This is an optimization exercise on Yosys and OpenROAD, whose aim is small area, not a production implementation. Only simulation tests tie the RTL to the original design; equivalence was not proved. Power figures rest on the tool's default switching activity, not on a simulated workload.

[flow/run.sh]
#!/bin/bash
# Layout flow: the standard ORFS flow (standard.sh, standard synthesis
# unchanged) with layout-only changes:
#  - the buffers synthesis left are removed at floorplan (REMOVE_ABC_BUFFERS),
#    and global placement is not timing-driven; timing is repaired after CTS
#    as in the standard flow;
#  - the port buffers that placement inserts use the smallest buffer cell
#    (every input and output port still gets its own buffer);
#  - clock tree synthesis inserts no dummy loads, uses clkbuf_8 and clusters
#    up to 16 sinks within 80 um.
# make's full output goes to standard.log in the work folder; ORFS keeps each
# tool's own log under orfs/logs/.
set -euo pipefail
bash standard.sh \
    "REMOVE_ABC_BUFFERS=1" \
    "BUFFER_PORTS_ARGS=-buffer_cell sky130_fd_sc_hd__buf_1" \
    "CTS_ARGS=-sink_clustering_enable -repair_clock_nets -dont_use_dummy_load -buf_list sky130_fd_sc_hd__clkbuf_8 -sink_clustering_size 16 -sink_clustering_max_diameter 80" \
    finish > standard.log 2>&1
[standard.sh]
#!/bin/bash
# synth_recipe.tcl (not shown) runs the flow's synth.tcl, then flattens the netlist and writes it again
# the make line also repeats each setting of config.mk as NAME=value (left out here)
make -C /OpenROAD-flow-scripts/flow DESIGN_CONFIG=/design/flow/config.mk WORK_HOME=/design/flow/orfs CLKGATE_MAP_FILE= SYNTH_SCRIPT=/design/flow/synth_recipe.tcl "${@:-finish}"
[config.mk]
export PLATFORM = sky130hd
export DESIGN_NAME = systolic_array
export DESIGN_NICKNAME = systolic_array
export VERILOG_FILES = /design/flow/design.v
export SDC_FILE = /design/flow/constraint.sdc
export NUM_CORES = 4
export LEC_CHECK = 0
export CAP_MARGIN = 0
export CORE_MARGIN = 2
export CORE_UTILIZATION = 60
export GPL_TIMING_DRIVEN = 0
export SLEW_MARGIN = 0
export SYNTH_HIERARCHICAL = 1
[constraint.sdc]
create_clock -name core_clock -period 5.4 [get_ports {clk_in}]
set_input_delay 1.0800 -clock core_clock [delete_from_list [all_inputs] [get_ports {clk_in}]]
set_output_delay 1.0800 -clock core_clock [all_outputs]
set_load 0.01 [all_outputs]
[design.v]
package systolic_pkg;
    localparam int ACT_W    = 9;
    localparam int WEIGHT_W = 9;
    localparam int PSUM_W   = 20;
    localparam int SLOT_W   = 4;
    typedef logic signed [ACT_W-1:0] act_t;
    typedef logic signed [WEIGHT_W-1:0] weight_t;
    typedef logic signed [PSUM_W-1:0] psum_t;
    typedef logic [SLOT_W-1:0] slot_t;
    typedef struct packed {
        logic    en;
        slot_t   slot;
        weight_t value;
    } weight_wr_t;
endpackage
module row_mac (
    input  logic [8:0]  a0, a1, a2, a3,
    input  logic [8:0]  w0, w1, w2, w3,
    input  logic [19:0] p,
    output logic [5:0]  lo,
    output logic [19:6] cxn,
    output logic [18:6] cyn
);
    logic [19:0] pn;
    assign pn = ~p;
    logic t0, t1;
    fa u_t0 (.a(~(a0[0] & w0[0])), .b(~(a1[0] & w1[0])), .c(~(a2[0] & w2[0])), .s(t0), .co(t1));
    logic t2, t3;
    fa u_t2 (.a(~(a3[0] & w3[0])), .b(t0), .c(pn[0]), .s(t2), .co(t3));
    logic t4, t5;
    fa u_t4 (.a(~(a0[0] & w0[1])), .b(~(a0[1] & w0[0])), .c(~(a1[0] & w1[1])), .s(t4), .co(t5));
    logic t6, t7;
    fa u_t6 (.a(~(a1[1] & w1[0])), .b(~(a2[0] & w2[1])), .c(~(a2[1] & w2[0])), .s(t6), .co(t7));
    logic t8, t9;
    fa u_t8 (.a(~(a3[0] & w3[1])), .b(~(a3[1] & w3[0])), .c(t1), .s(t8), .co(t9));
    logic t10, t11;
    fa u_t10 (.a(t4), .b(t6), .c(pn[1]), .s(t10), .co(t11));
    logic t12, t13;
    fa u_t12 (.a(t8), .b(t3), .c(t10), .s(t12), .co(t13));
    logic t14, t15;
    fa u_t14 (.a(~(a0[0] & w0[2])), .b(~(a0[1] & w0[1])), .c(~(a0[2] & w0[0])), .s(t14), .co(t15));
    logic t16, t17;
    fa u_t16 (.a(~(a1[0] & w1[2])), .b(~(a1[1] & w1[1])), .c(~(a1[2] & w1[0])), .s(t16), .co(t17));
    logic t18, t19;
    fa u_t18 (.a(~(a2[0] & w2[2])), .b(~(a2[1] & w2[1])), .c(~(a2[2] & w2[0])), .s(t18), .co(t19));
    logic t20, t21;
    fa u_t20 (.a(~(a3[0] & w3[2])), .b(~(a3[1] & w3[1])), .c(~(a3[2] & w3[0])), .s(t20), .co(t21));
    logic t22, t23;
    fa u_t22 (.a(t5), .b(t7), .c(t14), .s(t22), .co(t23));
    logic t24, t25;
    fa u_t24 (.a(t16), .b(t18), .c(t20), .s(t24), .co(t25));
    logic t26, t27;
    fa u_t26 (.a(pn[2]), .b(t9), .c(t22), .s(t26), .co(t27));
    logic t28, t29;
    fa u_t28 (.a(t24), .b(t11), .c(t26), .s(t28), .co(t29));
    logic t30, t31;
    han u_t30 (.a(t13), .b(t28), .s(t30), .co(t31));
    logic t32, t33;
    fa u_t32 (.a(~(a0[0] & w0[3])), .b(~(a0[1] & w0[2])), .c(~(a0[2] & w0[1])), .s(t32), .co(t33));
    logic t34, t35;
    fa u_t34 (.a(~(a0[3] & w0[0])), .b(~(a1[0] & w1[3])), .c(~(a1[1] & w1[2])), .s(t34), .co(t35));
    logic t36, t37;
    fa u_t36 (.a(~(a1[2] & w1[1])), .b(~(a1[3] & w1[0])), .c(~(a2[0] & w2[3])), .s(t36), .co(t37));
    logic t38, t39;
    fa u_t38 (.a(~(a2[1] & w2[2])), .b(~(a2[2] & w2[1])), .c(~(a2[3] & w2[0])), .s(t38), .co(t39));
    logic t40, t41;
    fa u_t40 (.a(~(a3[0] & w3[3])), .b(~(a3[1] & w3[2])), .c(~(a3[2] & w3[1])), .s(t40), .co(t41));
    logic t42, t43;
    fa u_t42 (.a(~(a3[3] & w3[0])), .b(t15), .c(t17), .s(t42), .co(t43));
    logic t44, t45;
    fa u_t44 (.a(t19), .b(t21), .c(t32), .s(t44), .co(t45));
    logic t46, t47;
    fa u_t46 (.a(t34), .b(t36), .c(t38), .s(t46), .co(t47));
    logic t48, t49;
    fa u_t48 (.a(t40), .b(pn[3]), .c(t23), .s(t48), .co(t49));
    logic t50, t51;
    fa u_t50 (.a(t25), .b(t42), .c(t44), .s(t50), .co(t51));
    logic t52, t53;
    fa u_t52 (.a(t46), .b(t27), .c(t48), .s(t52), .co(t53));
    logic t54, t55;
    fa u_t54 (.a(t50), .b(t29), .c(t52), .s(t54), .co(t55));
    logic t56, t57;
    han u_t56 (.a(t31), .b(t54), .s(t56), .co(t57));
    logic t58, t59;
    fa u_t58 (.a(~(a0[0] & w0[4])), .b(~(a0[1] & w0[3])), .c(~(a0[2] & w0[2])), .s(t58), .co(t59));
    logic t60, t61;
    fa u_t60 (.a(~(a0[3] & w0[1])), .b(~(a0[4] & w0[0])), .c(~(a1[0] & w1[4])), .s(t60), .co(t61));
    logic t62, t63;
    fa u_t62 (.a(~(a1[1] & w1[3])), .b(~(a1[2] & w1[2])), .c(~(a1[3] & w1[1])), .s(t62), .co(t63));
    logic t64, t65;
    fa u_t64 (.a(~(a1[4] & w1[0])), .b(~(a2[0] & w2[4])), .c(~(a2[1] & w2[3])), .s(t64), .co(t65));
    logic t66, t67;
    fa u_t66 (.a(~(a2[2] & w2[2])), .b(~(a2[3] & w2[1])), .c(~(a2[4] & w2[0])), .s(t66), .co(t67));
    logic t68, t69;
    fa u_t68 (.a(~(a3[0] & w3[4])), .b(~(a3[1] & w3[3])), .c(~(a3[2] & w3[2])), .s(t68), .co(t69));
    logic t70, t71;
    fa u_t70 (.a(~(a3[3] & w3[1])), .b(~(a3[4] & w3[0])), .c(t33), .s(t70), .co(t71));
    logic t72, t73;
    fa u_t72 (.a(t35), .b(t37), .c(t39), .s(t72), .co(t73));
    logic t74, t75;
    fa u_t74 (.a(t41), .b(t58), .c(t60), .s(t74), .co(t75));
    logic t76, t77;
    fa u_t76 (.a(t62), .b(t64), .c(t66), .s(t76), .co(t77));
    logic t78, t79;
    fa u_t78 (.a(t68), .b(pn[4]), .c(t43), .s(t78), .co(t79));
    logic t80, t81;
    fa u_t80 (.a(t45), .b(t47), .c(t70), .s(t80), .co(t81));
    logic t82, t83;
    fa u_t82 (.a(t72), .b(t74), .c(t76), .s(t82), .co(t83));
    logic t84, t85;
    fa u_t84 (.a(t49), .b(t78), .c(t51), .s(t84), .co(t85));
    logic t86, t87;
    fa u_t86 (.a(t80), .b(t82), .c(t53), .s(t86), .co(t87));
    logic t88, t89;
    fa u_t88 (.a(t84), .b(t55), .c(t86), .s(t88), .co(t89));
    logic t90, t91;
    han u_t90 (.a(t57), .b(t88), .s(t90), .co(t91));
    logic t92, t93;
    fa u_t92 (.a(~(a0[0] & w0[5])), .b(~(a0[1] & w0[4])), .c(~(a0[2] & w0[3])), .s(t92), .co(t93));
    logic t94, t95;
    fa u_t94 (.a(~(a0[3] & w0[2])), .b(~(a0[4] & w0[1])), .c(~(a0[5] & w0[0])), .s(t94), .co(t95));
    logic t96, t97;
    fa u_t96 (.a(~(a1[0] & w1[5])), .b(~(a1[1] & w1[4])), .c(~(a1[2] & w1[3])), .s(t96), .co(t97));
    logic t98, t99;
    fa u_t98 (.a(~(a1[3] & w1[2])), .b(~(a1[4] & w1[1])), .c(~(a1[5] & w1[0])), .s(t98), .co(t99));
    logic t100, t101;
    fa u_t100 (.a(~(a2[0] & w2[5])), .b(~(a2[1] & w2[4])), .c(~(a2[2] & w2[3])), .s(t100), .co(t101));
    logic t102, t103;
    fa u_t102 (.a(~(a2[3] & w2[2])), .b(~(a2[4] & w2[1])), .c(~(a2[5] & w2[0])), .s(t102), .co(t103));
    logic t104, t105;
    fa u_t104 (.a(~(a3[0] & w3[5])), .b(~(a3[1] & w3[4])), .c(~(a3[2] & w3[3])), .s(t104), .co(t105));
    logic t106, t107;
    fa u_t106 (.a(~(a3[3] & w3[2])), .b(~(a3[4] & w3[1])), .c(~(a3[5] & w3[0])), .s(t106), .co(t107));
    logic t108, t109;
    fa u_t108 (.a(t59), .b(t61), .c(t63), .s(t108), .co(t109));
    logic t110, t111;
    fa u_t110 (.a(t65), .b(t67), .c(t69), .s(t110), .co(t111));
    logic t112, t113;
    fa u_t112 (.a(t92), .b(t94), .c(t96), .s(t112), .co(t113));
    logic t114, t115;
    fa u_t114 (.a(t98), .b(t100), .c(t102), .s(t114), .co(t115));
    logic t116, t117;
    fa u_t116 (.a(t104), .b(t106), .c(pn[5]), .s(t116), .co(t117));
    logic t118, t119;
    fa u_t118 (.a(t71), .b(t73), .c(t75), .s(t118), .co(t119));
    logic t120, t121;
    fa u_t120 (.a(t77), .b(t108), .c(t110), .s(t120), .co(t121));
    logic t122, t123;
    fa u_t122 (.a(t112), .b(t114), .c(t79), .s(t122), .co(t123));
    logic t124, t125;
    fa u_t124 (.a(t116), .b(t81), .c(t83), .s(t124), .co(t125));
    logic t126, t127;
    fa u_t126 (.a(t118), .b(t120), .c(t122), .s(t126), .co(t127));
    logic t128, t129;
    fa u_t128 (.a(t85), .b(t124), .c(t87), .s(t128), .co(t129));
    logic t130, t131;
    fa u_t130 (.a(t126), .b(t89), .c(t128), .s(t130), .co(t131));
    logic t132, t133;
    han u_t132 (.a(t91), .b(t130), .s(t132), .co(t133));
    logic t134, t135;
    fa u_t134 (.a(~(a0[0] & w0[6])), .b(~(a0[1] & w0[5])), .c(~(a0[2] & w0[4])), .s(t134), .co(t135));
    logic t136, t137;
    fa u_t136 (.a(~(a0[3] & w0[3])), .b(~(a0[4] & w0[2])), .c(~(a0[5] & w0[1])), .s(t136), .co(t137));
    logic t138, t139;
    fa u_t138 (.a(~(a0[6] & w0[0])), .b(~(a1[0] & w1[6])), .c(~(a1[1] & w1[5])), .s(t138), .co(t139));
    logic t140, t141;
    fa u_t140 (.a(~(a1[2] & w1[4])), .b(~(a1[3] & w1[3])), .c(~(a1[4] & w1[2])), .s(t140), .co(t141));
    logic t142, t143;
    fa u_t142 (.a(~(a1[5] & w1[1])), .b(~(a1[6] & w1[0])), .c(~(a2[0] & w2[6])), .s(t142), .co(t143));
    logic t144, t145;
    fa u_t144 (.a(~(a2[1] & w2[5])), .b(~(a2[2] & w2[4])), .c(~(a2[3] & w2[3])), .s(t144), .co(t145));
    logic t146, t147;
    fa u_t146 (.a(~(a2[4] & w2[2])), .b(~(a2[5] & w2[1])), .c(~(a2[6] & w2[0])), .s(t146), .co(t147));
    logic t148, t149;
    fa u_t148 (.a(~(a3[0] & w3[6])), .b(~(a3[1] & w3[5])), .c(~(a3[2] & w3[4])), .s(t148), .co(t149));
    logic t150, t151;
    fa u_t150 (.a(~(a3[3] & w3[3])), .b(~(a3[4] & w3[2])), .c(~(a3[5] & w3[1])), .s(t150), .co(t151));
    logic t152, t153;
    fa u_t152 (.a(~(a3[6] & w3[0])), .b(t93), .c(t95), .s(t152), .co(t153));
    logic t154, t155;
    fa u_t154 (.a(t97), .b(t99), .c(t101), .s(t154), .co(t155));
    logic t156, t157;
    fa u_t156 (.a(t103), .b(t105), .c(t107), .s(t156), .co(t157));
    logic t158, t159;
    fa u_t158 (.a(t134), .b(t136), .c(t138), .s(t158), .co(t159));
    logic t160, t161;
    fa u_t160 (.a(t140), .b(t142), .c(t144), .s(t160), .co(t161));
    logic t162, t163;
    fa u_t162 (.a(t146), .b(t148), .c(t150), .s(t162), .co(t163));
    logic t164, t165;
    fa u_t164 (.a(pn[6]), .b(t109), .c(t111), .s(t164), .co(t165));
    logic t166, t167;
    fa u_t166 (.a(t113), .b(t115), .c(t152), .s(t166), .co(t167));
    logic t168, t169;
    fa u_t168 (.a(t154), .b(t156), .c(t158), .s(t168), .co(t169));
    logic t170, t171;
    fa u_t170 (.a(t160), .b(t162), .c(t117), .s(t170), .co(t171));
    logic t172, t173;
    fa u_t172 (.a(t119), .b(t121), .c(t164), .s(t172), .co(t173));
    logic t174, t175;
    fa u_t174 (.a(t166), .b(t168), .c(t123), .s(t174), .co(t175));
    logic t176, t177;
    fa u_t176 (.a(t170), .b(t125), .c(t172), .s(t176), .co(t177));
    logic t178, t179;
    fa u_t178 (.a(t127), .b(t174), .c(t176), .s(t178), .co(t179));
    logic t180, t181;
    fa u_t180 (.a(t129), .b(t178), .c(t131), .s(t180), .co(t181));
    logic t182, t183;
    fa u_t182 (.a(~(a0[0] & w0[7])), .b(~(a0[1] & w0[6])), .c(~(a0[2] & w0[5])), .s(t182), .co(t183));
    logic t184, t185;
    fa u_t184 (.a(~(a0[3] & w0[4])), .b(~(a0[4] & w0[3])), .c(~(a0[5] & w0[2])), .s(t184), .co(t185));
    logic t186, t187;
    fa u_t186 (.a(~(a0[6] & w0[1])), .b(~(a0[7] & w0[0])), .c(~(a1[0] & w1[7])), .s(t186), .co(t187));
    logic t188, t189;
    fa u_t188 (.a(~(a1[1] & w1[6])), .b(~(a1[2] & w1[5])), .c(~(a1[3] & w1[4])), .s(t188), .co(t189));
    logic t190, t191;
    fa u_t190 (.a(~(a1[4] & w1[3])), .b(~(a1[5] & w1[2])), .c(~(a1[6] & w1[1])), .s(t190), .co(t191));
    logic t192, t193;
    fa u_t192 (.a(~(a1[7] & w1[0])), .b(~(a2[0] & w2[7])), .c(~(a2[1] & w2[6])), .s(t192), .co(t193));
    logic t194, t195;
    fa u_t194 (.a(~(a2[2] & w2[5])), .b(~(a2[3] & w2[4])), .c(~(a2[4] & w2[3])), .s(t194), .co(t195));
    logic t196, t197;
    fa u_t196 (.a(~(a2[5] & w2[2])), .b(~(a2[6] & w2[1])), .c(~(a2[7] & w2[0])), .s(t196), .co(t197));
    logic t198, t199;
    fa u_t198 (.a(~(a3[0] & w3[7])), .b(~(a3[1] & w3[6])), .c(~(a3[2] & w3[5])), .s(t198), .co(t199));
    logic t200, t201;
    fa u_t200 (.a(~(a3[3] & w3[4])), .b(~(a3[4] & w3[3])), .c(~(a3[5] & w3[2])), .s(t200), .co(t201));
    logic t202, t203;
    fa u_t202 (.a(~(a3[6] & w3[1])), .b(~(a3[7] & w3[0])), .c(t135), .s(t202), .co(t203));
    logic t204, t205;
    fa u_t204 (.a(t137), .b(t139), .c(t141), .s(t204), .co(t205));
    logic t206, t207;
    fa u_t206 (.a(t143), .b(t145), .c(t147), .s(t206), .co(t207));
    logic t208, t209;
    fa u_t208 (.a(t149), .b(t151), .c(t182), .s(t208), .co(t209));
    logic t210, t211;
    fa u_t210 (.a(t184), .b(t186), .c(t188), .s(t210), .co(t211));
    logic t212, t213;
    fa u_t212 (.a(t190), .b(t192), .c(t194), .s(t212), .co(t213));
    logic t214, t215;
    fa u_t214 (.a(t196), .b(t198), .c(t200), .s(t214), .co(t215));
    logic t216, t217;
    fa u_t216 (.a(pn[7]), .b(t153), .c(t155), .s(t216), .co(t217));
    logic t218, t219;
    fa u_t218 (.a(t157), .b(t159), .c(t161), .s(t218), .co(t219));
    logic t220, t221;
    fa u_t220 (.a(t163), .b(t202), .c(t204), .s(t220), .co(t221));
    logic t222, t223;
    fa u_t222 (.a(t206), .b(t208), .c(t210), .s(t222), .co(t223));
    logic t224, t225;
    fa u_t224 (.a(t212), .b(t214), .c(t165), .s(t224), .co(t225));
    logic t226, t227;
    fa u_t226 (.a(t167), .b(t216), .c(t169), .s(t226), .co(t227));
    logic t228, t229;
    fa u_t228 (.a(t218), .b(t220), .c(t222), .s(t228), .co(t229));
    logic t230, t231;
    fa u_t230 (.a(t171), .b(t173), .c(t224), .s(t230), .co(t231));
    logic t232, t233;
    fa u_t232 (.a(t226), .b(t228), .c(t175), .s(t232), .co(t233));
    logic t234, t235;
    fa u_t234 (.a(t177), .b(t230), .c(t232), .s(t234), .co(t235));
    logic t236, t237;
    han u_t236 (.a(t179), .b(t234), .s(t236), .co(t237));
    logic t238, t239;
    fa u_t238 (.a((a0[0] & w0[8])), .b(~(a0[1] & w0[7])), .c(~(a0[2] & w0[6])), .s(t238), .co(t239));
    logic t240, t241;
    fa u_t240 (.a(~(a0[3] & w0[5])), .b(~(a0[4] & w0[4])), .c(~(a0[5] & w0[3])), .s(t240), .co(t241));
    logic t242, t243;
    fa u_t242 (.a(~(a0[6] & w0[2])), .b(~(a0[7] & w0[1])), .c((a0[8] & w0[0])), .s(t242), .co(t243));
    logic t244, t245;
    fa u_t244 (.a((a1[0] & w1[8])), .b(~(a1[1] & w1[7])), .c(~(a1[2] & w1[6])), .s(t244), .co(t245));
    logic t246, t247;
    fa u_t246 (.a(~(a1[3] & w1[5])), .b(~(a1[4] & w1[4])), .c(~(a1[5] & w1[3])), .s(t246), .co(t247));
    logic t248, t249;
    fa u_t248 (.a(~(a1[6] & w1[2])), .b(~(a1[7] & w1[1])), .c((a1[8] & w1[0])), .s(t248), .co(t249));
    logic t250, t251;
    fa u_t250 (.a((a2[0] & w2[8])), .b(~(a2[1] & w2[7])), .c(~(a2[2] & w2[6])), .s(t250), .co(t251));
    logic t252, t253;
    fa u_t252 (.a(~(a2[3] & w2[5])), .b(~(a2[4] & w2[4])), .c(~(a2[5] & w2[3])), .s(t252), .co(t253));
    logic t254, t255;
    fa u_t254 (.a(~(a2[6] & w2[2])), .b(~(a2[7] & w2[1])), .c((a2[8] & w2[0])), .s(t254), .co(t255));
    logic t256, t257;
    fa u_t256 (.a((a3[0] & w3[8])), .b(~(a3[1] & w3[7])), .c(~(a3[2] & w3[6])), .s(t256), .co(t257));
    logic t258, t259;
    fa u_t258 (.a(~(a3[3] & w3[5])), .b(~(a3[4] & w3[4])), .c(~(a3[5] & w3[3])), .s(t258), .co(t259));
    logic t260, t261;
    fa u_t260 (.a(~(a3[6] & w3[2])), .b(~(a3[7] & w3[1])), .c((a3[8] & w3[0])), .s(t260), .co(t261));
    logic t262, t263;
    fa u_t262 (.a(t183), .b(t185), .c(t187), .s(t262), .co(t263));
    logic t264, t265;
    fa u_t264 (.a(t189), .b(t191), .c(t193), .s(t264), .co(t265));
    logic t266, t267;
    fa u_t266 (.a(t195), .b(t197), .c(t199), .s(t266), .co(t267));
    logic t268, t269;
    fa u_t268 (.a(t201), .b(t238), .c(t240), .s(t268), .co(t269));
    logic t270, t271;
    fa u_t270 (.a(t242), .b(t244), .c(t246), .s(t270), .co(t271));
    logic t272, t273;
    fa u_t272 (.a(t248), .b(t250), .c(t252), .s(t272), .co(t273));
    logic t274, t275;
    fa u_t274 (.a(t254), .b(t256), .c(t258), .s(t274), .co(t275));
    logic t276, t277;
    fa u_t276 (.a(t260), .b(pn[8]), .c(t203), .s(t276), .co(t277));
    logic t278, t279;
    fa u_t278 (.a(t205), .b(t207), .c(t209), .s(t278), .co(t279));
    logic t280, t281;
    fa u_t280 (.a(t211), .b(t213), .c(t215), .s(t280), .co(t281));
    logic t282, t283;
    fa u_t282 (.a(t262), .b(t264), .c(t266), .s(t282), .co(t283));
    logic t284, t285;
    fa u_t284 (.a(t268), .b(t270), .c(t272), .s(t284), .co(t285));
    logic t286, t287;
    fa u_t286 (.a(t274), .b(t217), .c(t219), .s(t286), .co(t287));
    logic t288, t289;
    fa u_t288 (.a(t221), .b(t276), .c(t223), .s(t288), .co(t289));
    logic t290, t291;
    fa u_t290 (.a(t278), .b(t280), .c(t282), .s(t290), .co(t291));
    logic t292, t293;
    fa u_t292 (.a(t284), .b(t225), .c(t227), .s(t292), .co(t293));
    logic t294, t295;
    fa u_t294 (.a(t286), .b(t229), .c(t288), .s(t294), .co(t295));
    logic t296, t297;
    fa u_t296 (.a(t290), .b(t231), .c(t292), .s(t296), .co(t297));
    logic t298, t299;
    fa u_t298 (.a(t294), .b(t233), .c(t296), .s(t298), .co(t299));
    logic t300, t301;
    han u_t300 (.a(t235), .b(t298), .s(t300), .co(t301));
    logic t302, t303;
    fa u_t302 (.a((a0[1] & w0[8])), .b(~(a0[2] & w0[7])), .c(~(a0[3] & w0[6])), .s(t302), .co(t303));
    logic t304, t305;
    fa u_t304 (.a(~(a0[4] & w0[5])), .b(~(a0[5] & w0[4])), .c(~(a0[6] & w0[3])), .s(t304), .co(t305));
    logic t306, t307;
    fa u_t306 (.a(~(a0[7] & w0[2])), .b((a0[8] & w0[1])), .c((a1[1] & w1[8])), .s(t306), .co(t307));
    logic t308, t309;
    fa u_t308 (.a(~(a1[2] & w1[7])), .b(~(a1[3] & w1[6])), .c(~(a1[4] & w1[5])), .s(t308), .co(t309));
    logic t310, t311;
    fa u_t310 (.a(~(a1[5] & w1[4])), .b(~(a1[6] & w1[3])), .c(~(a1[7] & w1[2])), .s(t310), .co(t311));
    logic t312, t313;
    fa u_t312 (.a((a1[8] & w1[1])), .b((a2[1] & w2[8])), .c(~(a2[2] & w2[7])), .s(t312), .co(t313));
    logic t314, t315;
    fa u_t314 (.a(~(a2[3] & w2[6])), .b(~(a2[4] & w2[5])), .c(~(a2[5] & w2[4])), .s(t314), .co(t315));
    logic t316, t317;
    fa u_t316 (.a(~(a2[6] & w2[3])), .b(~(a2[7] & w2[2])), .c((a2[8] & w2[1])), .s(t316), .co(t317));
    logic t318, t319;
    fa u_t318 (.a((a3[1] & w3[8])), .b(~(a3[2] & w3[7])), .c(~(a3[3] & w3[6])), .s(t318), .co(t319));
    logic t320, t321;
    fa u_t320 (.a(~(a3[4] & w3[5])), .b(~(a3[5] & w3[4])), .c(~(a3[6] & w3[3])), .s(t320), .co(t321));
    logic t322, t323;
    fa u_t322 (.a(~(a3[7] & w3[2])), .b((a3[8] & w3[1])), .c(t239), .s(t322), .co(t323));
    logic t324, t325;
    fa u_t324 (.a(t241), .b(t243), .c(t245), .s(t324), .co(t325));
    logic t326, t327;
    fa u_t326 (.a(t247), .b(t249), .c(t251), .s(t326), .co(t327));
    logic t328, t329;
    fa u_t328 (.a(t253), .b(t255), .c(t257), .s(t328), .co(t329));
    logic t330, t331;
    fa u_t330 (.a(t259), .b(t261), .c(t302), .s(t330), .co(t331));
    logic t332, t333;
    fa u_t332 (.a(t304), .b(t306), .c(t308), .s(t332), .co(t333));
    logic t334, t335;
    fa u_t334 (.a(t310), .b(t312), .c(t314), .s(t334), .co(t335));
    logic t336, t337;
    fa u_t336 (.a(t316), .b(t318), .c(t320), .s(t336), .co(t337));
    logic t338, t339;
    fa u_t338 (.a(pn[9]), .b(t263), .c(t265), .s(t338), .co(t339));
    logic t340, t341;
    fa u_t340 (.a(t267), .b(t269), .c(t271), .s(t340), .co(t341));
    logic t342, t343;
    fa u_t342 (.a(t273), .b(t275), .c(t322), .s(t342), .co(t343));
    logic t344, t345;
    fa u_t344 (.a(t324), .b(t326), .c(t328), .s(t344), .co(t345));
    logic t346, t347;
    fa u_t346 (.a(t330), .b(t332), .c(t334), .s(t346), .co(t347));
    logic t348, t349;
    fa u_t348 (.a(t336), .b(t277), .c(t279), .s(t348), .co(t349));
    logic t350, t351;
    fa u_t350 (.a(t281), .b(t283), .c(t338), .s(t350), .co(t351));
    logic t352, t353;
    fa u_t352 (.a(t285), .b(t340), .c(t342), .s(t352), .co(t353));
    logic t354, t355;
    fa u_t354 (.a(t344), .b(t346), .c(t287), .s(t354), .co(t355));
    logic t356, t357;
    fa u_t356 (.a(t289), .b(t291), .c(t348), .s(t356), .co(t357));
    logic t358, t359;
    fa u_t358 (.a(t350), .b(t352), .c(t293), .s(t358), .co(t359));
    logic t360, t361;
    fa u_t360 (.a(t354), .b(t295), .c(t356), .s(t360), .co(t361));
    logic t362, t363;
    fa u_t362 (.a(t297), .b(t358), .c(t360), .s(t362), .co(t363));
    logic t364, t365;
    han u_t364 (.a(t299), .b(t362), .s(t364), .co(t365));
    logic t366, t367;
    fa u_t366 (.a((a0[2] & w0[8])), .b(~(a0[3] & w0[7])), .c(~(a0[4] & w0[6])), .s(t366), .co(t367));
    logic t368, t369;
    fa u_t368 (.a(~(a0[5] & w0[5])), .b(~(a0[6] & w0[4])), .c(~(a0[7] & w0[3])), .s(t368), .co(t369));
    logic t370, t371;
    fa u_t370 (.a((a0[8] & w0[2])), .b((a1[2] & w1[8])), .c(~(a1[3] & w1[7])), .s(t370), .co(t371));
    logic t372, t373;
    fa u_t372 (.a(~(a1[4] & w1[6])), .b(~(a1[5] & w1[5])), .c(~(a1[6] & w1[4])), .s(t372), .co(t373));
    logic t374, t375;
    fa u_t374 (.a(~(a1[7] & w1[3])), .b((a1[8] & w1[2])), .c((a2[2] & w2[8])), .s(t374), .co(t375));
    logic t376, t377;
    fa u_t376 (.a(~(a2[3] & w2[7])), .b(~(a2[4] & w2[6])), .c(~(a2[5] & w2[5])), .s(t376), .co(t377));
    logic t378, t379;
    fa u_t378 (.a(~(a2[6] & w2[4])), .b(~(a2[7] & w2[3])), .c((a2[8] & w2[2])), .s(t378), .co(t379));
    logic t380, t381;
    fa u_t380 (.a((a3[2] & w3[8])), .b(~(a3[3] & w3[7])), .c(~(a3[4] & w3[6])), .s(t380), .co(t381));
    logic t382, t383;
    fa u_t382 (.a(~(a3[5] & w3[5])), .b(~(a3[6] & w3[4])), .c(~(a3[7] & w3[3])), .s(t382), .co(t383));
    logic t384, t385;
    fa u_t384 (.a((a3[8] & w3[2])), .b(t303), .c(t305), .s(t384), .co(t385));
    logic t386, t387;
    fa u_t386 (.a(t307), .b(t309), .c(t311), .s(t386), .co(t387));
    logic t388, t389;
    fa u_t388 (.a(t313), .b(t315), .c(t317), .s(t388), .co(t389));
    logic t390, t391;
    fa u_t390 (.a(t319), .b(t321), .c(t366), .s(t390), .co(t391));
    logic t392, t393;
    fa u_t392 (.a(t368), .b(t370), .c(t372), .s(t392), .co(t393));
    logic t394, t395;
    fa u_t394 (.a(t374), .b(t376), .c(t378), .s(t394), .co(t395));
    logic t396, t397;
    fa u_t396 (.a(t380), .b(t382), .c(pn[10]), .s(t396), .co(t397));
    logic t398, t399;
    fa u_t398 (.a(t323), .b(t325), .c(t327), .s(t398), .co(t399));
    logic t400, t401;
    fa u_t400 (.a(t329), .b(t331), .c(t333), .s(t400), .co(t401));
    logic t402, t403;
    fa u_t402 (.a(t335), .b(t337), .c(t384), .s(t402), .co(t403));
    logic t404, t405;
    fa u_t404 (.a(t386), .b(t388), .c(t390), .s(t404), .co(t405));
    logic t406, t407;
    fa u_t406 (.a(t392), .b(t394), .c(t339), .s(t406), .co(t407));
    logic t408, t409;
    fa u_t408 (.a(t396), .b(t341), .c(t343), .s(t408), .co(t409));
    logic t410, t411;
    fa u_t410 (.a(t345), .b(t398), .c(t347), .s(t410), .co(t411));
    logic t412, t413;
    fa u_t412 (.a(t400), .b(t402), .c(t404), .s(t412), .co(t413));
    logic t414, t415;
    fa u_t414 (.a(t349), .b(t351), .c(t406), .s(t414), .co(t415));
    logic t416, t417;
    fa u_t416 (.a(t353), .b(t408), .c(t410), .s(t416), .co(t417));
    logic t418, t419;
    fa u_t418 (.a(t412), .b(t355), .c(t357), .s(t418), .co(t419));
    logic t420, t421;
    fa u_t420 (.a(t414), .b(t416), .c(t359), .s(t420), .co(t421));
    logic t422, t423;
    fa u_t422 (.a(t361), .b(t418), .c(t420), .s(t422), .co(t423));
    logic t424, t425;
    han u_t424 (.a(t363), .b(t365), .s(t424), .co(t425));
    logic t426, t427;
    ha u_t426 (.a((a0[3] & w0[8])), .b(~(a0[4] & w0[7])), .s(t426), .co(t427));
    logic t428, t429;
    fa u_t428 (.a(~(a0[5] & w0[6])), .b(~(a0[6] & w0[5])), .c(~(a0[7] & w0[4])), .s(t428), .co(t429));
    logic t430, t431;
    fa u_t430 (.a((a0[8] & w0[3])), .b((a1[3] & w1[8])), .c(~(a1[4] & w1[7])), .s(t430), .co(t431));
    logic t432, t433;
    fa u_t432 (.a(~(a1[5] & w1[6])), .b(~(a1[6] & w1[5])), .c(~(a1[7] & w1[4])), .s(t432), .co(t433));
    logic t434, t435;
    fa u_t434 (.a((a1[8] & w1[3])), .b((a2[3] & w2[8])), .c(~(a2[4] & w2[7])), .s(t434), .co(t435));
    logic t436, t437;
    fa u_t436 (.a(~(a2[5] & w2[6])), .b(~(a2[6] & w2[5])), .c(~(a2[7] & w2[4])), .s(t436), .co(t437));
    logic t438, t439;
    fa u_t438 (.a((a2[8] & w2[3])), .b((a3[3] & w3[8])), .c(~(a3[4] & w3[7])), .s(t438), .co(t439));
    logic t440, t441;
    fa u_t440 (.a(~(a3[5] & w3[6])), .b(~(a3[6] & w3[5])), .c(~(a3[7] & w3[4])), .s(t440), .co(t441));
    logic t442, t443;
    fa u_t442 (.a((a3[8] & w3[3])), .b(t367), .c(t369), .s(t442), .co(t443));
    logic t444, t445;
    fa u_t444 (.a(t371), .b(t373), .c(t375), .s(t444), .co(t445));
    logic t446, t447;
    fa u_t446 (.a(t377), .b(t379), .c(t381), .s(t446), .co(t447));
    logic t448, t449;
    fa u_t448 (.a(t383), .b(t426), .c(t428), .s(t448), .co(t449));
    logic t450, t451;
    fa u_t450 (.a(t430), .b(t432), .c(t434), .s(t450), .co(t451));
    logic t452, t453;
    fa u_t452 (.a(t436), .b(t438), .c(t440), .s(t452), .co(t453));
    logic t454, t455;
    fa u_t454 (.a(pn[11]), .b(t385), .c(t387), .s(t454), .co(t455));
    logic t456, t457;
    fa u_t456 (.a(t389), .b(t391), .c(t393), .s(t456), .co(t457));
    logic t458, t459;
    fa u_t458 (.a(t395), .b(t442), .c(t444), .s(t458), .co(t459));
    logic t460, t461;
    fa u_t460 (.a(t446), .b(t448), .c(t450), .s(t460), .co(t461));
    logic t462, t463;
    fa u_t462 (.a(t452), .b(t397), .c(t399), .s(t462), .co(t463));
    logic t464, t465;
    fa u_t464 (.a(t401), .b(t403), .c(t454), .s(t464), .co(t465));
    logic t466, t467;
    fa u_t466 (.a(t405), .b(t456), .c(t458), .s(t466), .co(t467));
    logic t468, t469;
    fa u_t468 (.a(t460), .b(t407), .c(t409), .s(t468), .co(t469));
    logic t470, t471;
    fa u_t470 (.a(t462), .b(t411), .c(t464), .s(t470), .co(t471));
    logic t472, t473;
    fa u_t472 (.a(t413), .b(t466), .c(t415), .s(t472), .co(t473));
    logic t474, t475;
    fa u_t474 (.a(t468), .b(t417), .c(t470), .s(t474), .co(t475));
    logic t476, t477;
    fa u_t476 (.a(t419), .b(t472), .c(t474), .s(t476), .co(t477));
    logic t478, t479;
    fa u_t478 (.a(t421), .b(t476), .c(t423), .s(t478), .co(t479));
    logic t480, t481;
    fa u_t480 (.a((a0[4] & w0[8])), .b(~(a0[5] & w0[7])), .c(~(a0[6] & w0[6])), .s(t480), .co(t481));
    logic t482, t483;
    fa u_t482 (.a(~(a0[7] & w0[5])), .b((a0[8] & w0[4])), .c((a1[4] & w1[8])), .s(t482), .co(t483));
    logic t484, t485;
    fa u_t484 (.a(~(a1[5] & w1[7])), .b(~(a1[6] & w1[6])), .c(~(a1[7] & w1[5])), .s(t484), .co(t485));
    logic t486, t487;
    fa u_t486 (.a((a1[8] & w1[4])), .b((a2[4] & w2[8])), .c(~(a2[5] & w2[7])), .s(t486), .co(t487));
    logic t488, t489;
    fa u_t488 (.a(~(a2[6] & w2[6])), .b(~(a2[7] & w2[5])), .c((a2[8] & w2[4])), .s(t488), .co(t489));
    logic t490, t491;
    fa u_t490 (.a((a3[4] & w3[8])), .b(~(a3[5] & w3[7])), .c(~(a3[6] & w3[6])), .s(t490), .co(t491));
    logic t492, t493;
    fa u_t492 (.a(~(a3[7] & w3[5])), .b((a3[8] & w3[4])), .c(t427), .s(t492), .co(t493));
    logic t494, t495;
    fa u_t494 (.a(t429), .b(t431), .c(t433), .s(t494), .co(t495));
    logic t496, t497;
    fa u_t496 (.a(t435), .b(t437), .c(t439), .s(t496), .co(t497));
    logic t498, t499;
    fa u_t498 (.a(t441), .b(t480), .c(t482), .s(t498), .co(t499));
    logic t500, t501;
    fa u_t500 (.a(t484), .b(t486), .c(t488), .s(t500), .co(t501));
    logic t502, t503;
    fa u_t502 (.a(t490), .b(pn[12]), .c(t443), .s(t502), .co(t503));
    logic t504, t505;
    fa u_t504 (.a(t445), .b(t447), .c(t449), .s(t504), .co(t505));
    logic t506, t507;
    fa u_t506 (.a(t451), .b(t453), .c(t492), .s(t506), .co(t507));
    logic t508, t509;
    fa u_t508 (.a(t494), .b(t496), .c(t498), .s(t508), .co(t509));
    logic t510, t511;
    fa u_t510 (.a(t500), .b(t455), .c(t457), .s(t510), .co(t511));
    logic t512, t513;
    fa u_t512 (.a(t459), .b(t502), .c(t461), .s(t512), .co(t513));
    logic t514, t515;
    fa u_t514 (.a(t504), .b(t506), .c(t508), .s(t514), .co(t515));
    logic t516, t517;
    fa u_t516 (.a(t463), .b(t465), .c(t467), .s(t516), .co(t517));
    logic t518, t519;
    fa u_t518 (.a(t510), .b(t512), .c(t514), .s(t518), .co(t519));
    logic t520, t521;
    fa u_t520 (.a(t469), .b(t471), .c(t516), .s(t520), .co(t521));
    logic t522, t523;
    fa u_t522 (.a(t518), .b(t473), .c(t475), .s(t522), .co(t523));
    logic t524, t525;
    fa u_t524 (.a(t520), .b(t477), .c(t522), .s(t524), .co(t525));
    logic t526, t527;
    fa u_t526 (.a((a0[5] & w0[8])), .b(~(a0[6] & w0[7])), .c(~(a0[7] & w0[6])), .s(t526), .co(t527));
    logic t528, t529;
    fa u_t528 (.a((a0[8] & w0[5])), .b((a1[5] & w1[8])), .c(~(a1[6] & w1[7])), .s(t528), .co(t529));
    logic t530, t531;
    fa u_t530 (.a(~(a1[7] & w1[6])), .b((a1[8] & w1[5])), .c((a2[5] & w2[8])), .s(t530), .co(t531));
    logic t532, t533;
    fa u_t532 (.a(~(a2[6] & w2[7])), .b(~(a2[7] & w2[6])), .c((a2[8] & w2[5])), .s(t532), .co(t533));
    logic t534, t535;
    fa u_t534 (.a((a3[5] & w3[8])), .b(~(a3[6] & w3[7])), .c(~(a3[7] & w3[6])), .s(t534), .co(t535));
    logic t536, t537;
    fa u_t536 (.a((a3[8] & w3[5])), .b(t481), .c(t483), .s(t536), .co(t537));
    logic t538, t539;
    fa u_t538 (.a(t485), .b(t487), .c(t489), .s(t538), .co(t539));
    logic t540, t541;
    fa u_t540 (.a(t491), .b(t526), .c(t528), .s(t540), .co(t541));
    logic t542, t543;
    fa u_t542 (.a(t530), .b(t532), .c(t534), .s(t542), .co(t543));
    logic t544, t545;
    fa u_t544 (.a(pn[13]), .b(t493), .c(t495), .s(t544), .co(t545));
    logic t546, t547;
    fa u_t546 (.a(t497), .b(t499), .c(t501), .s(t546), .co(t547));
    logic t548, t549;
    fa u_t548 (.a(t536), .b(t538), .c(t540), .s(t548), .co(t549));
    logic t550, t551;
    fa u_t550 (.a(t542), .b(t503), .c(t505), .s(t550), .co(t551));
    logic t552, t553;
    fa u_t552 (.a(t507), .b(t544), .c(t509), .s(t552), .co(t553));
    logic t554, t555;
    fa u_t554 (.a(t546), .b(t548), .c(t511), .s(t554), .co(t555));
    logic t556, t557;
    fa u_t556 (.a(t513), .b(t550), .c(t515), .s(t556), .co(t557));
    logic t558, t559;
    fa u_t558 (.a(t552), .b(t517), .c(t554), .s(t558), .co(t559));
    logic t560, t561;
    fa u_t560 (.a(t519), .b(t556), .c(t521), .s(t560), .co(t561));
    logic t562, t563;
    fa u_t562 (.a(t558), .b(t523), .c(t560), .s(t562), .co(t563));
    logic t564, t565;
    fa u_t564 (.a((a0[6] & w0[8])), .b(~(a0[7] & w0[7])), .c((a0[8] & w0[6])), .s(t564), .co(t565));
    logic t566, t567;
    fa u_t566 (.a((a1[6] & w1[8])), .b(~(a1[7] & w1[7])), .c((a1[8] & w1[6])), .s(t566), .co(t567));
    logic t568, t569;
    fa u_t568 (.a((a2[6] & w2[8])), .b(~(a2[7] & w2[7])), .c((a2[8] & w2[6])), .s(t568), .co(t569));
    logic t570, t571;
    fa u_t570 (.a((a3[6] & w3[8])), .b(~(a3[7] & w3[7])), .c((a3[8] & w3[6])), .s(t570), .co(t571));
    logic t572, t573;
    fa u_t572 (.a(t527), .b(t529), .c(t531), .s(t572), .co(t573));
    logic t574, t575;
    fa u_t574 (.a(t533), .b(t535), .c(t564), .s(t574), .co(t575));
    logic t576, t577;
    fa u_t576 (.a(t566), .b(t568), .c(t570), .s(t576), .co(t577));
    logic t578, t579;
    fa u_t578 (.a(pn[14]), .b(t537), .c(t539), .s(t578), .co(t579));
    logic t580, t581;
    fa u_t580 (.a(t541), .b(t543), .c(t572), .s(t580), .co(t581));
    logic t582, t583;
    fa u_t582 (.a(t574), .b(t576), .c(t545), .s(t582), .co(t583));
    logic t584, t585;
    fa u_t584 (.a(t547), .b(t578), .c(t549), .s(t584), .co(t585));
    logic t586, t587;
    fa u_t586 (.a(t580), .b(t551), .c(t582), .s(t586), .co(t587));
    logic t588, t589;
    fa u_t588 (.a(t553), .b(t584), .c(t555), .s(t588), .co(t589));
    logic t590, t591;
    fa u_t590 (.a(t586), .b(t557), .c(t559), .s(t590), .co(t591));
    logic t592, t593;
    fa u_t592 (.a(t588), .b(t561), .c(t590), .s(t592), .co(t593));
    logic t594, t595;
    fa u_t594 (.a((a0[7] & w0[8])), .b((a0[8] & w0[7])), .c((a1[7] & w1[8])), .s(t594), .co(t595));
    logic t596, t597;
    fa u_t596 (.a((a1[8] & w1[7])), .b((a2[7] & w2[8])), .c((a2[8] & w2[7])), .s(t596), .co(t597));
    logic t598, t599;
    fa u_t598 (.a((a3[7] & w3[8])), .b((a3[8] & w3[7])), .c(t565), .s(t598), .co(t599));
    logic t600, t601;
    fa u_t600 (.a(t567), .b(t569), .c(t571), .s(t600), .co(t601));
    logic t602, t603;
    fa u_t602 (.a(t594), .b(t596), .c(pn[15]), .s(t602), .co(t603));
    logic t604, t605;
    fa u_t604 (.a(t573), .b(t575), .c(t577), .s(t604), .co(t605));
    logic t606, t607;
    fa u_t606 (.a(t598), .b(t600), .c(t579), .s(t606), .co(t607));
    logic t608, t609;
    fa u_t608 (.a(t602), .b(t581), .c(t604), .s(t608), .co(t609));
    logic t610, t611;
    fa u_t610 (.a(t583), .b(t606), .c(t585), .s(t610), .co(t611));
    logic t612, t613;
    fa u_t612 (.a(t608), .b(t587), .c(t610), .s(t612), .co(t613));
    logic t614, t615;
    fa u_t614 (.a(t589), .b(t612), .c(t591), .s(t614), .co(t615));
    logic t616, t617;
    fa u_t616 (.a(~(a0[8] & w0[8])), .b(~(a1[8] & w1[8])), .c(~(a2[8] & w2[8])), .s(t616), .co(t617));
    logic t618, t619;
    fa u_t618 (.a(~(a3[8] & w3[8])), .b(t595), .c(t597), .s(t618), .co(t619));
    logic t620, t621;
    fa u_t620 (.a(t616), .b(pn[16]), .c(t599), .s(t620), .co(t621));
    logic t622, t623;
    fa u_t622 (.a(t601), .b(t618), .c(t603), .s(t622), .co(t623));
    logic t624, t625;
    fa u_t624 (.a(t605), .b(t620), .c(t607), .s(t624), .co(t625));
    logic t626, t627;
    fa u_t626 (.a(t622), .b(t609), .c(t624), .s(t626), .co(t627));
    logic t628, t629;
    fa u_t628 (.a(t611), .b(t626), .c(t613), .s(t628), .co(t629));
    logic t630, t631;
    fa u_t630 (.a(t617), .b(pn[17]), .c(t619), .s(t630), .co(t631));
    logic t632, t633;
    fa u_t632 (.a(t621), .b(t630), .c(t623), .s(t632), .co(t633));
    logic t634, t635;
    fa u_t634 (.a(t625), .b(t632), .c(t627), .s(t634), .co(t635));
    logic t636, t637;
    fa u_t636 (.a(pn[18]), .b(t631), .c(t633), .s(t636), .co(t637));
    assign lo[0] = ~t2;
    assign lo[1] = ~t12;
    assign lo[2] = ~t30;
    assign lo[3] = ~t56;
    assign lo[4] = ~t90;
    assign lo[5] = ~t132;
    assign cxn[6] = t133;
    assign cyn[6] = t180;
    assign cxn[7] = t236;
    assign cyn[7] = t181;
    assign cxn[8] = t237;
    assign cyn[8] = t300;
    assign cxn[9] = t301;
    assign cyn[9] = t364;
    assign cxn[10] = t422;
    assign cyn[10] = t424;
    assign cxn[11] = t425;
    assign cyn[11] = t478;
    assign cxn[12] = t524;
    assign cyn[12] = t479;
    assign cxn[13] = t525;
    assign cyn[13] = t562;
    assign cxn[14] = t563;
    assign cyn[14] = t592;
    assign cxn[15] = t593;
    assign cyn[15] = t614;
    assign cxn[16] = t628;
    assign cyn[16] = t615;
    assign cxn[17] = t634;
    assign cyn[17] = t629;
    assign cxn[18] = t636;
    assign cyn[18] = t635;
    assign cxn[19] = (1'b0 ^ pn[19] ^ t637);
endmodule
module fa (
    input  logic a, b, c,
    output logic s, co
);
    assign s  = a ^ b ^ c;
    assign co = (a & b) | (a & c) | (b & c);
endmodule
module ha (
    input  logic a, b,
    output logic s, co
);
    assign s  = a ^ b;
    assign co = a & b;
endmodule
module han (
    input  logic a, b,
    output logic s, co
);
    xnor_g u_s  (.a(a), .b(b), .y(s));
    or_g   u_co (.a(a), .b(b), .y(co));
endmodule
module xnor_g (
    input  logic a, b,
    output logic y
);
    assign y = ~(a ^ b);
endmodule
module or_g (
    input  logic a, b,
    output logic y
);
    assign y = a | b;
endmodule
module out_add (
    input  logic [19:6] xn,
    input  logic [18:6] yn,
    output logic [19:6] s
);
    logic [18:6] g, p;
    logic [19:6] c;
    out_pg    u_pg  (.x (xn[18:6]), .y (yn), .g (g), .p (p));
    out_carry u_cy  (.g (g), .p (p), .c (c));
    out_sum   u_sum (.x (xn), .p (p), .c (c), .s (s));
endmodule
module out_pg (
    input  logic [18:6] x, y,
    output logic [18:6] g, p
);
    assign g = x & y;
    assign p = x ^ y;
endmodule
module out_carry (
    input  logic [18:6] g, p,
    output logic [19:6] c
);
    assign c[6] = 1'b1;
    for (genvar i = 6; i < 19; i++) begin : g_c
        if (1 && (i - 6) % 2 == 1) begin : g_skip
            logic gg, pp;
            ao21_g u_g (.a (p[i]), .b (g[i-1]), .c (g[i]), .y (gg));
            and_g  u_p (.a (p[i]), .b (p[i-1]), .y (pp));
            ao21_g u_c (.a (pp), .b (c[i-1]), .c (gg), .y (c[i+1]));
        end else begin : g_one
            ao21_g u_c (.a (p[i]), .b (c[i]), .c (g[i]), .y (c[i+1]));
        end
    end
endmodule
module ao21_g (
    input  logic a, b, c,
    output logic y
);
    assign y = (a & b) | c;
endmodule
module and_g (
    input  logic a, b,
    output logic y
);
    assign y = a & b;
endmodule
module out_sum (
    input  logic [19:6] x,
    input  logic [18:6] p,
    input  logic [19:6] c,
    output logic [19:6] s
);
    assign s[18:6] = ~(p ^ c[18:6]);
    assign s[19] = x[19] ^ c[19];
endmodule
module systolic_array
(
    input  logic                      clk_in,
    input  logic                      rst_in,
    input  logic                      load_weight_in,
    input  systolic_pkg::weight_t     weight_in,
    input  systolic_pkg::act_t  [3:0] act_col_in,
    input  systolic_pkg::psum_t [3:0] psum_row_in,
    output systolic_pkg::psum_t [3:0] psum_row_out,
    output systolic_pkg::act_t  [3:0] act_col_out
);
    localparam int SPLIT = 6;
    logic [3:0] slot_cnt;
    always_ff @(posedge clk_in or negedge rst_in) begin
        if (!rst_in)              slot_cnt <= '0;
        else if (!load_weight_in) slot_cnt <= '0;
        else                      slot_cnt <= slot_cnt + 4'd1;
    end
    logic                  wen1, wen2, wen3;
    logic [3:0]            wslot1;      
    logic [1:0]            wrow2, wrow3;
    logic                  wcol2;       
    systolic_pkg::weight_t wval1, wval2, wval3;
    always_ff @(posedge clk_in or negedge rst_in) begin
        if (!rst_in) begin
            wen1 <= 1'b0;
            wen2 <= 1'b0;
            wen3 <= 1'b0;
        end else begin
            wen1 <= load_weight_in & (slot_cnt[1:0] != 2'd3);
            wen2 <= wen1 & (wslot1[1:0] != 2'd2);
            wen3 <= wen2 & ~wcol2;
        end
    end
    always_ff @(posedge clk_in) begin
        wslot1 <= slot_cnt;
        wrow2  <= wslot1[3:2];
        wcol2  <= wslot1[0];
        wrow3  <= wrow2;
        wval1  <= weight_in;
        wval2  <= wval1;
        wval3  <= wval2;
    end
    systolic_pkg::weight_t wbank [4][4];
    for (genvar r = 0; r < 4; r++) begin : g_wr
        localparam logic [1:0] ROW = r;
        always_ff @(posedge clk_in or negedge rst_in) begin
            if (!rst_in) begin
                for (int c = 0; c < 4; c++) wbank[r][c] <= '0;
            end else begin
                if (load_weight_in && slot_cnt == {ROW, 2'd3}) wbank[r][3] <= weight_in;
                if (wen1 && wslot1 == {ROW, 2'd2})             wbank[r][2] <= wval1;
                if (wen2 && wcol2 && wrow2 == ROW)         wbank[r][1] <= wval2;
                if (wen3 && wrow3 == ROW)                  wbank[r][0] <= wval3;
            end
        end
    end
    systolic_pkg::act_t act_d [7][4];
    for (genvar c = 0; c < 4; c++) begin : g_act
        localparam int DEPTH = (c == 0) ? 7 : (c == 1) ? 6 : 5;
        always_ff @(posedge clk_in or negedge rst_in) begin
            if (!rst_in) begin
                for (int d = 0; d < DEPTH; d++) act_d[d][c] <= '0;
            end else begin
                act_d[0][c] <= act_col_in[c];
                for (int d = 1; d < DEPTH; d++) act_d[d][c] <= act_d[d-1][c];
            end
        end
        assign act_col_out[c] = act_d[4][c];
    end
    for (genvar r = 0; r < 4; r++) begin : g_row
        logic [SPLIT-1:0]  lo, lo_q;
        logic [19:SPLIT]   cxn, cxn_q;
        logic [18:SPLIT]   cyn, cyn_q;
        row_mac u_mac (
            .a0 (act_d[3+r][0]), .a1 (act_d[2+r][1]), .a2 (act_d[1+r][2]), .a3 (act_d[r][3]),
            .w0 (wbank[r][0]),   .w1 (wbank[r][1]),   .w2 (wbank[r][2]),   .w3 (wbank[r][3]),
            .p  (psum_row_in[r]),
            .lo (lo), .cxn (cxn), .cyn (cyn)
        );
        always_ff @(posedge clk_in or negedge rst_in) begin
            if (!rst_in) begin
                lo_q  <= '0;
                cxn_q <= '1;
                cyn_q <= '1;
            end else begin
                lo_q  <= lo;
                cxn_q <= cxn;
                cyn_q <= cyn;
            end
        end
        out_add u_add (.xn (cxn_q), .yn (cyn_q), .s (psum_row_out[r][19:SPLIT]));
        assign psum_row_out[r][SPLIT-1:0] = lo_q;
    end
endmodule
==> results.rst <==
.. list-table::
   :header-rows: 1

   * - Metric
     - Value
   * - CP peak stage delay
     - around 0.90 ns
   * - Die Span X
     - a little under 300 um
   * - Most common cell in the netlist
     - fa_1
   * - Type of origin of the critical path
     - register
   * - Share of post-route cells with drive strength above 1
     - a little over 8%
   * - Die outline area
     - between 0.08 and 0.09 mm^2
   * - Fraction of post-synthesis cell area in the top cell type by area
     - 47.8%
   * - Distinct cell type count after synthesis
     - 30
   * - TritonCTS clock tree
     - built
   * - Leading post-synthesis cells by instance count
     - fa_1 (1240), nand2_1 (1042), dfrtp_1 (382)
   * - Maximum number of pins on one net before global-route repair
     - 46
   * - Switching power of the nets
     - between 15 and 20 mW
   * - Post-route ant nets
     - 0
   * - Areal power density over the cells
     - just over 700 mW/mm^2
   * - Proportion of register bits with asynchronous set or reset after synthesis
     - 93.2%
   * - Worst hold-check path type
     - primary input to asynchronous set/reset pin
   * - Critical-path cell list
     - nand2_1, fa_1, fa_1, fa_1, fa_1, fa_1, fa_1, fa_1, fa_1, fa_1
   * - Data required time of the worst path
     - between 6 and 7 ns
   * - Via count
     - ~31000
   * - Worst Reg-to-Reg Cells
     - 10
   * - Synth Warn #
     - 11
   * - Unrepaired setup endpoints after global routing
     - no
   * - Leading post-synthesis cells by cell area
     - fa_1 (48%), dfrtp_1 (18%), nand2_1 (7.5%)
   * - Number of maximum-capacitance constraint violations
     - 0
   * - Pins Over Slew Limit
     - 0
   * - Routed length per instance
     - around 29 um
   * - Antenna violations before repair
     - 8
   * - Count of buffers from port buffering
     - 243
   * - Sequential-to-total area share from yosys stat
     - 25.2%
   * - I/O pin total
     - approximately 240
   * - Most repeated library cell on the critical path
     - fa_1
   * - Wire length of the first global-routing pass
     - about 230000 um
   * - CTS Hold Bufs
     - 0
   * - Post-synthesis to final-layout area growth
     - -0.925%
   * - Switching part of the total power
     - 45.8%
   * - Remaining routing DRC violations
     - 0
   * - Die span in y
     - between 200 and 300 um
   * - Cell with the biggest individual delay on the critical path
     - dfrtp_1
   * - Number of synthesized register bits
     - 526
   * - Length of routed wiring on met1
     - 56600 um
   * - Run status
     - finished clean
   * - Layout Utilization
     - roughly 60%
   * - Core region area
     - roughly 0.086 mm^2
   * - Root buf cell
     - clkbuf_8
   * - Post-Route Skew
     - 0.104 ns
   * - Top_reg_cell synth
     - dfrtp_1
   * - P_leak
     - ~18 nW
   * - Maximum buffer depth of the clock tree
     - 3
   * - Final hold violations
     - 0
   * - Detailed-route wire length
     - 148000 um
   * - Final weighted congestion in routability-driven placement
     - 0.934
   * - Highest routed layer
     - met5
   * - Routed met2 length
     - a little over 70000 um
   * - Levels on crit path
     - 10
   * - CP top delay family
     - adder cells
   * - Critical path capture point type
     - register
   * - H-tree levels
     - 2
   * - Proportion of power drawn by combinational gates
     - 75.0%
   * - Slew HR
     - 40.7%
   * - Via count of the first global-routing pass
     - around 36000
   * - Number of cells produced by synthesis
     - about 4000
   * - Final period demand of the worst path
     - 5.23 ns
   * - Finish-stage setup viols
     - 0
   * - Met3 wirelength from detailed routing
     - around 14000 um
   * - Clock tree sinks
     - ~530
   * - Reg power frac
     - between 10% and 20%
   * - Number of cells after detailed placement
     - between 5000 and 6000
   * - Filler instances
     - around 7000
   * - Starting utilization of the core area
     - about three fifths
   * - Clock edge transition at the registers on the reported setup and hold paths
     - ~0.1 ns
   * - Clk latency of the worst-skew pair
     - 0.75 ns
   * - FF-to-FF Start
     - act_d[16][1]
   * - Number of instances resized during post-cts repair
     - 0
   * - Post-route clock period utilization
     - approximately 97%
   * - Worst slack at placement
     - about 0.046 ns
   * - Buffer and inverter count on the worst path
     - 0
   * - Post-CTS repair timing setup buffer count
     - 0
   * - Netlist area before placement
     - slightly above 0.05 mm^2
   * - Number of buffers added by the clock tree synthesis step
     - 44
   * - Mean instance size in the synthesized netlist
     - 13.0 um^2
   * - Arrival time reported for the critical path endpoint
     - ~5.9 ns
   * - Overall fraction of global-route tracks in use
     - 35.3%
   * - Highest ir drop seen on vdd
     - approximately 1600 uV
   * - Max Fclk
     - ~190 MHz
   * - Layout Nets
     - about 5400
   * - Global-route congestion overflow total
     - 0
   * - Dominant cell type by area after synthesis
     - fa_1
   * - Filler-free cell count of the finished design
     - about 5100
   * - Critical Path Fanout Max
     - 11
   * - Count of flip-flops with a built-in enable after synthesis
     - 0
   * - Initial DRC count
     - ~2800
   * - Pint
     - about 20 mW
   * - Length of the first detailed-routing pass in iterations
     - 5
   * - Worst slew pin tran
     - between 0.8 and 0.9 ns
   * - Std-Cell Rows
     - roughly 110
   * - Final setup margin
     - between 0.15 and 0.2 ns
   * - Critical Path Source
     - act_d[16][1]
   * - Number of vias per cell after detailed routing
     - approximately 6
   * - Tot Pwr
     - ~36 mW
   * - Placed wire-length estimate
     - roughly 120000 um
   * - Startpoint-to-endpoint class of the critical path
     - register to register
   * - Clock share of power
     - 5.6%
stage by stage:
stage          hold slack (ns)  setup TNS [ns]  cell area (um^2)
2_1_floorplan            0.331               0             48200
3_3_place_gp             0.332        -9388.29             50600
3_5_place_dp             0.335               0             50800
4_1_cts                  0.231               0             51500
5_1_grt                  0.256               0             51500
6_report                 0.270               0             51500
flip-flops by register name (all words and copies together), names as in the netlist, 9 cells and up:
register	cells
wval1	9
g_row.cyn_q	52
wval2	9
g_row.lo_q	24
g_row.cxn_q	56
act_d	207
wval3	9
wbank	144
Yosys stat by module (local to each module, per instance), a selection:
module,cells inside,copies in the design,flip-flops and latches
out_pg,13,4,0
xnor_g,1,32,0
row_mac,440,4,0
or_g,1,32,0
ao21_g,1,76,0
out_carry,2,4,0
systolic_array,708,1,526
fa,1,1240,0
out_sum,14,4,0
and_g,1,24,0
ha,1,4,0
cell families (layout without fill, tap and decap cells):
logic type,Yosys count,in the layout,share of synthesized area [%]
simple gates,1380,1380,11.8
fa+ha+maj,1297,1297,49.2
flops,526,526,25.2
buf+inv,471,400,7.93
mux,144,144,3.19
xor+xnor,94,94,1.58
compound gates,76,76,1.10
other cells,4,18,0.0289
cell type report:
cell class	count	area, um^2	area share (%)
diodes	6	15.0	0.0292
clock buffers	44	606	1.18
inverters	100	375	0.729
multi-input cells	3003	34800	67.5
flip-flops and latches	526	13100	25.5
well taps	1144	1430	2.78
repair buffers	256	1170	2.28
layout by cell type (no fill, tap or decap), types with 2 or more instances in the layout:
| master | netlist | routed |
|---|---|---|
| a21o_1 | 76 | 76 |
| and2_1 | 283 | 283 |
| buf_1 | 0 | 242 |
| buf_12 | 0 | 13 |
| clkbuf_8 | 0 | 44 |
| conb_1 | 4 | 12 |
| dfrtp_1 | 382 | 381 |
| dfstp_2 | 108 | 108 |
| dfxtp_1 | 36 | 36 |
| diode_2 | 0 | 6 |
| fa_1 | 1240 | 1240 |
| ha_1 | 57 | 57 |
| inv_1 | 100 | 100 |
| mux2_2 | 135 | 135 |
| mux2_4 | 9 | 9 |
| nand2_1 | 1042 | 1042 |
| nand3_1 | 2 | 2 |
| nand3b_1 | 2 | 2 |
| nand4_2 | 3 | 3 |
| nand4b_2 | 4 | 4 |
| nor2b_1 | 4 | 4 |
| nor3_4 | 2 | 2 |
| or2_1 | 32 | 32 |
| xnor2_1 | 89 | 89 |
| xor2_1 | 5 | 5 |
layer usage:
layer	GRT usage, %	vias up
met3	8.09	435
met4	12.9	4
li1	-	11730
met1	48.1	16537
met5	0	-
met2	56.2	1867
power groups by stage:
stage | logic [mW] | registers [mW] | clock network [mW]
2_1_floorplan | 20.4 | 6.41 | 0
3_3_place_gp | 27.2 | 7.04 | 0
3_5_place_dp | 27.3 | 7.05 | 0
4_1_cts | 27.9 | 6.97 | 2.12
5_1_grt | 31.4 | 7.06 | 2.26
6_report | 27.2 | 7.05 | 2.04
worst reg2reg max path, stage by stage (launching register included):
cell and delay [ns]:
dfrtp_1 0.90, nand2_1 0.17, fa_1 0.53, fa_1 0.47, fa_1 0.47, fa_1 0.48
fa_1 0.39, fa_1 0.41, fa_1 0.46, fa_1 0.40, fa_1 0.50
final timing paths:
kind / end / slack [ns]
min: g_row[2].lo_q[2] / 0.27
min reg2reg: act_d[4][5] / 0.31
max reg2reg: g_row[1].cyn_q[11] / 0.17
min in group core_clock: act_d[4][5] / 0.31
max: g_row[1].cyn_q[11] / 0.17
max in group asynchronous: g_row[1].cxn_q[6] / 3.69

## re-timing with driven ports
The flow's constraints put no driver on any port. The routed layout listed below was extracted and timed again, unchanged, in two steps. Step 1 sets driving cells, clkbuf_16 on the clock port and buf_2 on the other inputs (assumed; they add their load-dependent delay and slew). Step 2, shift: input delay + t, output delay - t, t = (earliest + latest rising clock arrival at the registers) / 2. This alone moves slack from input paths to output paths. Three values: ideal, step 1, step 2; two values: the first two.
t, ns: 0.763
setup slack, ns: 0.167 / 0.167 / 0.167
worst setup path at the end: register to register
worst slew at a driven data input, ns: 0.13
cell pins on the clock port's net: 1
After both steps this run still meets setup and hold. The setup slack of this run moves by 0.000 ns with the drivers and by 0.000 ns with both steps.
